From an optimization exercise on the open Yosys and OpenROAD flow, aimed at small area, a short achievable clock period and few clock cycles per item; shortcuts taken in it are not production practice.
At most, simulation tests tie the RTL to the original design; equivalence was not proved.
Function not checked in run 1: the RTL went through the layout flow alone.
Power is estimated from default activity; no workload was simulated.

==> flow/design.v (outline; a module is shown in full before it is edited, if it fits) <==
// module systolic_array_os: 2845 lines
// module sa_fa: 4 lines
// module sa_ha: 4 lines
// module sa_xor: 3 lines
module systolic_array_os #(
  parameter  int N      = 4,
  parameter  int DATA_W = 8,
  parameter  int ACC_W  = 24,
  parameter  int MAX_K  = 64,
  localparam int KW     = $clog2(MAX_K + 1),
  localparam int IW     = (N > 1) ? $clog2(N) : 1
) (
  input  logic                clk,
  input  logic                reset_n,
  input  logic                start,
  input  logic [KW-1:0]       k_len,
  input  logic                in_valid,
  output logic                in_ready,
  input  logic [N*DATA_W-1:0] a_vec,
  input  logic [N*DATA_W-1:0] b_vec,
  output logic                out_valid,
  input  logic                out_ready,
  output logic [IW-1:0]       out_idx,
  output logic [N*ACC_W-1:0]  out_row,
  output logic                busy,
  output logic                done
);
  // ...
==> flow/flow/run.sh <==
#!/bin/bash
# The standard layout (standard.sh: the standard synthesis, floorplan, placement,
# CTS, routing) with three settings changed: the timing repair steps aim at a 6 ns
# setup margin (a 3 ns period) instead of the design's 9 ns period, they repair only
# the worst path (TNS_END_PERCENT=0), and the port buffers are buf_4 cells.
# Make's full output goes to standard.log; each ORFS step also keeps its own log under
# orfs/logs/.
set -euo pipefail
bash standard.sh SETUP_SLACK_MARGIN=6.0 TNS_END_PERCENT=0 \
  "BUFFER_PORTS_ARGS=-buffer_cell sky130_fd_sc_hd__buf_4" finish > standard.log 2>&1
==> flow/standard.sh <==
#!/bin/bash
# synth_recipe.tcl (not shown) runs the flow's synth.tcl, then flattens the netlist and writes it again
# the make line also repeats each setting of config.mk as NAME=value (left out here)
make -C /OpenROAD-flow-scripts/flow DESIGN_CONFIG=/design/flow/config.mk WORK_HOME=/design/flow/orfs CLKGATE_MAP_FILE= SYNTH_SCRIPT=/design/flow/synth_recipe.tcl "${@:-finish}"
==> flow/config.mk <==
export PLATFORM = sky130hd
export DESIGN_NAME = systolic_array_os
export DESIGN_NICKNAME = systolic_array_os
export VERILOG_FILES = /design/flow/design.v
export SDC_FILE = /design/flow/constraint.sdc
export NUM_CORES = 4
export LEC_CHECK = 0
export CAP_MARGIN = 20
export CORE_MARGIN = 2
export CORE_UTILIZATION = 40
export SLEW_MARGIN = 20
export SYNTH_HIERARCHICAL = 1
==> flow/constraint.sdc <==
create_clock -name core_clock -period 9.0 [get_ports {clk}]
set_input_delay 1.8000 -clock core_clock [delete_from_list [all_inputs] [get_ports {clk}]]
set_output_delay 1.8000 -clock core_clock [all_outputs]
set_load 0.01 [all_outputs]
==> summary.txt, run 1 <==
Status
  – Status: complete, no violations

Setup path
  – Worst path bufs/invs: 1
  – Crit path from: out_q[3][20]$_DFFE_PP_
  – Crit Path Class: register to output port
  – CP max FO: 1
  – CP Launch Type: register

Logic synthesis
  – Top cells by area, synth: dfxtp_1 24%, fa_1 23%, a22oi_1 7.9%
  – Cell count after synthesis: about 5600
  – Post-synthesis register bit count: 792
  – Sequential area share after synthesis: 0.296
  – Synth top area share: 0.235

Final layout
  – Fraction of area in multi-input gates: 0.588
  – Fillers: 13100
  – Layout Cells excl Fill: between 7000 and 8000
  – Bufs w/o clock: 287
  – Max reg flops: 240
  – Cell class ranked first by area: multi-input combinational cells
  – Multi-input comb cells: 3995
  – Area delta synth->final: 14.0%
  – Final core occ: 0.459
  – Layout clock area frac: 0.0510
  – Commonest non-fill, non-tap cell in the layout: dfxtp_1

Timing
  – RSZ-0062 raised after global routing: yes
  – Fin. Hold Viols: 0
  – Max Slew Vio Count: 0

Floorplanning
  – Starting Density: 0.403
  – Die height: 382 µm
  – IO Pins: 178
  – DIE AREA: between 0.1 and 0.15 mm²

Clock tree
  – Post-cts resize count: 44
  – TritonCTS clock tree: built

Drt
  – Wire length per cell: 22.1 µm
  – Met3 WL: 11800 µm

Power
  – PwrDens: 460 mW/mm²
  – Worst vdd ir: ~0.00022 V
  – Clock-net power: between 0.004 and 0.005 W
  – Final Power: 0.0300 W

GRT
  – First-pass GRT wire length: 257000 µm
  – Total Routing Usage GR: 0.227
  – Vias in the first global route: 42800
==> inputs of run 2 (changes only) <==
--- a/flow/design.v
+++ b/flow/design.v
@@ -75,34 +75,29 @@
       else if (take && last_row) ov_q <= 1'b0;
       if (take) row_q <= row_q + IW'(1);
       for (int j = 0; j < N; j++)
         if (start_acc) sel_q[j] <= N'(1) << j;
         else if (load) sel_q[j] <= {sel_q[j][N-2:0], sel_q[j][N-1]};
     end
   end
   logic [DATA_W-1:0]   a_q  [N];
-  logic [DATA_W-1:0]   b_q  [N];
   logic [DATA_W/2-1:0] b1_q [N];
   logic [DATA_W/2-1:0] b2_q [N];
   logic [DATA_W/2-1:0] bn_q [N];
   always_ff @(posedge clk) begin
-    for (int i = 0; i < N; i++) begin
-      a_q[i] <= accept ? a_vec[i*DATA_W +: DATA_W] : '0;
-      b_q[i] <= b_vec[i*DATA_W +: DATA_W];
-    end
-  end
-  always_comb begin
+    for (int i = 0; i < N; i++) a_q[i] <= accept ? a_vec[i*DATA_W +: DATA_W] : '0;
     for (int j = 0; j < N; j++)
       for (int k = 0; k < DATA_W/2; k++) begin
         logic [2:0] t;
-        t = {b_q[j][2*k + 1], b_q[j][2*k], (k == 0) ? 1'b0 : b_q[j][(k == 0) ? 0 : 2*k - 1]};
-        b1_q[j][k] = t[1] ^ t[0];
-        b2_q[j][k] = (t == 3'b011) || (t == 3'b100);
-        bn_q[j][k] = t[2] && (t[1:0] != 2'b11);
+        t = {b_vec[j*DATA_W + 2*k + 1], b_vec[j*DATA_W + 2*k],
+             (k == 0) ? 1'b0 : b_vec[j*DATA_W + 2*k - 1]};
+        b1_q[j][k] <= t[1] ^ t[0];
+        b2_q[j][k] <= (t == 3'b011) || (t == 3'b100);
+        bn_q[j][k] <= t[2] && (t[1:0] != 2'b11);
       end
   end
   logic [B-1:0]    acc0  [N][N];
   logic [B-1:0]    acc1  [N][N];
   logic [SW-B-1:0] accu  [N][N];
   logic [NCQ-1:0]  cq    [N][N];
   logic [B-1:0]    accn0 [N][N];
   logic [B-1:0]    accn1 [N][N];
==> flow/run.sh (new file) <==
#!/bin/bash
# synth_recipe.tcl (not shown) runs the flow's synth.tcl, then flattens the netlist and writes it again
# the make line also repeats each setting of config.mk as NAME=value (left out here)
make -C /OpenROAD-flow-scripts/flow DESIGN_CONFIG=/design/flow/config.mk WORK_HOME=/design/flow/orfs CLKGATE_MAP_FILE= SYNTH_SCRIPT=/design/flow/synth_recipe.tcl finish
==> flow/config.mk (replaced) <==
export PLATFORM = sky130hd
export DESIGN_NAME = systolic_array_os
export DESIGN_NICKNAME = systolic_array_os
export VERILOG_FILES = /design/flow/design.v
export SDC_FILE = /design/flow/constraint.sdc
export NUM_CORES = 4
export LEC_CHECK = 0
export CAP_MARGIN = 20
export CORE_MARGIN = 2
export CORE_UTILIZATION = 40
export SETUP_SLACK_MARGIN = 5
export SLEW_MARGIN = 20
export SYNTH_HIERARCHICAL = 1
export TNS_END_PERCENT = 0
removed: flow/flow/run.sh
removed: flow/standard.sh
==> summary.txt, run 2 <==
Clock tree
  – CTS root buf: clkbuf_16
  – TritonCTS clock tree: built
  – Clock latency (worst-skew pair): between 0.7 and 0.8 ns
  – CTS max path bufs: 3
  – Post-cts resize count: 0 (-100%)
  – CTS clock-pin slew for the worst setup and hold paths: approximately 0.060 ns
  – Num CTS Buffers: 95
  – Post CTS Setup Buffer Count: 0
  – Hold_buf cts: 0
  – CTS sink cnt: 808
  – Depth of the CTS H-tree: 3

Timing
  – Worst Skew: 0.0364 ns
  – Slew HR: 0.263
  – Finish-stage setup viols: 0
  – RSZ-0062 raised after global routing: no
  – Max Slew Vio Count: 0 (unchanged)
  – Final min period: 3.65 ns
  – F_max: around 0.27 GHz
  – Actual slew at the worst max-slew pin: ~1.1 ns
  – Fin. Hold Viols: 0 (unchanged)
  – Setup TNS: 0 ns
  – Final worst path period share: 0.406

Logic synthesis
  – Post-synthesis register bit count: 808 (+2.0%)
  – Area of the mapped netlist: approximately 0.057 mm²
  – Post-synthesis simple-gate area fraction: 0.0978
  – Number of flops mapped to enable cells by yosys: 88
  – Leading area contributor after synthesis: dfxtp_1
  – Synth Area in Adders: 0.297
  – Sequential area share after synthesis: 0.301 (+0.00568)
  – Most frequent cell after synthesis: a22oi_1
  – Dominant synthesized flop cell: dfxtp_1
  – Top cells by area, synth: dfxtp_1 24%, fa_1 23%, a22oi_1 9.4%
  – Mux share of post-synthesis cell area: 0.00256
  – Top cells by count, synth: 712 x a22oi_1, 688 x dfxtp_1, 644 x fa_1, 532 x nor2b_1, 532 x xnor2_1
  – Largest family of logic cells by synthesized area: adder cells
  – Post-Syn Nets: 6523
  – Cell count after synthesis: 5476 (-2.4%)
  – YS warnings: 43
  – Post-synthesis compound-gate area fraction: 0.136
  – XOR/XNOR share of the synthesized area: 0.110
  – Post-synthesis cell type count: 51
  – Avg Cell Area, Syn: around 10 µm²
  – Synth top area share: 0.241 (+0.00566)
  – Post-synth ARST share: 0.0396

Placement
  – GP Congestion: 0.808
  – DP Wirelength: approximately 100000 µm
  – IO buf count: 177

Drt
  – First-pass DRT Iterations: 5
  – Initial DRC count: 2954
  – Vias: slightly below 40000
  – Residual DRC count: 0
  – Vias per inst: roughly 5.4
  – Detail Route Antenna Nets: 0
  – Routed Wire Length: ~160000 µm
  – Wire length per cell: 21.7 µm (-1.5%)

Final layout
  – Top flop regs: acc0: 240 flops, acc1: 224 flops, accu: 112 flops
  – Diode count: 0
  – Commonest non-fill, non-tap cell in the layout: a22oi_1
  – Max reg flops: 240 (unchanged)
  – Biggest register: acc0
  – Nets@finish: 6456
  – Fillers: 13400 (+2.1%)
  – Area delta synth->final: 11.1%
  – Layout cells sized above 1: 0.0579
  – Most frequent cells in the layout: 712 x a22oi_1, 644 x fa_1, 643 x dfxtp_1

Setup path
  – Critical path's slowest cell: nor2_2
  – Crit path from: out_ready
  – Reg2Reg Depth: 11
  – Reg2Reg Setup Slack: 5.67 ns
  – Critical path capture point type: register
  – Worst EP arrival: 4.01 ns
  – Setup crit end: out_q[1][18]$_DFFE_PP_
  – Crit-path leading delay family: buffers and inverters
  – Levels on crit path: 6
  – WP data required: 9.35 ns
  – Crit Path Class: primary input to register
  – CP Launch Type: primary input
  – Reg-to-Reg Start: sel_q[1][1]$_DFFE_PN0P_
  – CP max FO: 57 (+56)
  – Slowest stage delay, CP: roughly 0.6 ns
  – Reg2reg end: out_q[1][17]$_DFFE_PP_
  – Crit path cell chain: clkdlybuf4s50_1 > nand2_1 > nor2_1 > nor2_2 > inv_6 > buf_4
  – Worst path bufs/invs: 3 (+2)

Power
  – PwrDens: 467 mW/mm² (+1.6%)
  – P_leak: 26.4 nW
  – Final Power: 0.0297 W (-1.0%)
  – Worst vdd ir: 0.000174 V (-22%)

GRT
  – Total global routing overflow: 0
  – Initial antenna violation count: 2
  – Total Routing Usage GR: 0.222 (-0.00493)
  – First-pass GRT wire length: 253000 µm (-1.6%)
  – Vias in the first global route: 42400 (-0.77%)
  – Pin count of the biggest net entering global routing: roughly 180

Floorplanning
  – Rows: 138
  – IO Pins: 178 (unchanged)
  – DIE AREA: 0.146 mm² (about the same)
  – Die height: 382 µm (about the same)
  – Core ar.: 0.142 mm²
  – Die Wd: ~380 µm
  – Starting Density: 0.403 (about the same)

Status
  – Status: complete, no violations

Min path
  – Hold WC Path Type: register to register

Job
  – MaxCap Viol Count: 0
run 2: cell count changes after synthesis, moves of 27 or more:
cell | previous run | this run
a22oi_1 | 600 | 712
nand2_1 | 382 | 289
mux2i_1 | 28 | 0
nand2b_1 | 60 | 5
nand3_1 | 64 | 10
buf_1 | 69 | 35
o21ai_0 | 169 | 114
clkbuf_1 | 299 | 326
xnor2_1 | 442 | 532
run 2: worst min-delay path by stage:
stage / slack [ns] / start / depth (start not counted) / end
after floorplan: 0.33 / wait_q$_DFF_PN0_ / 0 / ld_q$_DFF_PN0_
after global placement: 0.38 / wait_q$_DFF_PN0_ / 0 / ld_q$_DFF_PN0_
after detailed placement: 0.36 / wait_q$_DFF_PN0_ / 0 / ld_q$_DFF_PN0_
after CTS: 0.40 / wait_q$_DFF_PN0_ / 0 / ld_q$_DFF_PN0_
after global routing: 0.40 / wait_q$_DFF_PN0_ / 0 / ld_q$_DFF_PN0_
final: 0.39 / wait_q$_DFF_PN0_ / 0 / ld_q$_DFF_PN0_
run 2: logic make-up after synthesis:
group | Yosys count
AO/OA/AOI/OAI | 1094
XOR/XNOR | 715
adder cells (fa/ha/maj) | 971
buffers and inverters | 816
flip-flops | 808
multiplexers | 13
AND/OR/NAND/NOR | 1059
run 2: metrics by stage:
stage | setup slack (ns) | area, µm² | std cells | util | hold slack [ns]
finish | 5.35 | 63500 | 7380 | 0.448 | 0.394
global route | 5.20 | 63500 | 7380 | 0.448 | 0.404
CTS | 5.34 | 63500 | 7380 | 0.448 | 0.397
detailed placement | 4.58 | 60300 | 7202 | 0.426 | 0.362
global placement | 4.59 | 60300 | 7202 | 0.426 | 0.380
floorplan | 5.11 | 57100 | 5476 | - | 0.331
run 2: metal layers:
layer | up-vias | global-route usage | wire [µm]
li1 | 18100 | - | -
met1 | 20000 | 0.309 | 71500
met2 | 1423 | 0.346 | 72100
met3 | 228 | 0.0512 | 13100
met4 | 0 | 0.0638 | 3830
met5 | - | 0 | 0
run 2: report_power, final:
| group | switching [W] | internal, W |
|---|---|---|
| registers | 0.00139 | 0.00603 |
| clock network | 0.00165 | 0.00232 |
| logic | 0.00950 | 0.00877 |
| total | 0.0125 | 0.0171 |
run 2: final cells by class:
cell class	instances	area, µm²	area share
timing repair buffer	259	2410	0.0379
clock buffer	130	2730	0.0431
clock inverter	48	439	0.00692
inverter	393	1480	0.0233
tap	1890	2360	0.0373
multi-input combinational	3852	36800	0.579
sequential	808	17300	0.272
run 2: modules after synthesis, one instance, submodules excluded:
module,flops+latches,cell area (µm²)
systolic_array_os,808,42900
sa_xor,0,8.76
sa_ha,0,12.5
sa_fa,0,20.0
Testbench counts of run 2, summed over its fixed seeds: cycles 15,559, jobs 384.

## separate check: timing with driven ports
The results above use ideal ports. As a check the final layouts listed here were re-extracted and re-timed, cells and wires unchanged.
Step 1 assumes that a clkbuf_16 drives the clock port and a buf_2 every other input.
Step 2 moves the port delays by t, midway between the first and last clock arrival at a register: inputs arrive t later, outputs are due t later. That takes back most of the time a late clock gives input paths.
Three values: ideal, step 1, step 2; two values: the first two.
| run | shift t [ns] | slack for setup (ns) | latest minus earliest clock arrival (ns) | worst register clock-pin slew, ns | worst data-port slew with drivers (ns) |
|---|---|---|---|---|---|
| run 1 | 0.790 | 5.712 / 5.632 / 5.125 | 0.038 / 0.039 | 0.07 / 0.07 | 0.07 |
| run 2 | 0.772 | 5.346 / 5.401 / 4.629 | 0.041 / 0.040 | 0.07 / 0.07 | 0.09 |
After both steps setup and hold are still met in every run listed. For run 2, which loses most, drivers alone change the setup slack by +0.055 ns; drivers and shift together by -0.717 ns.
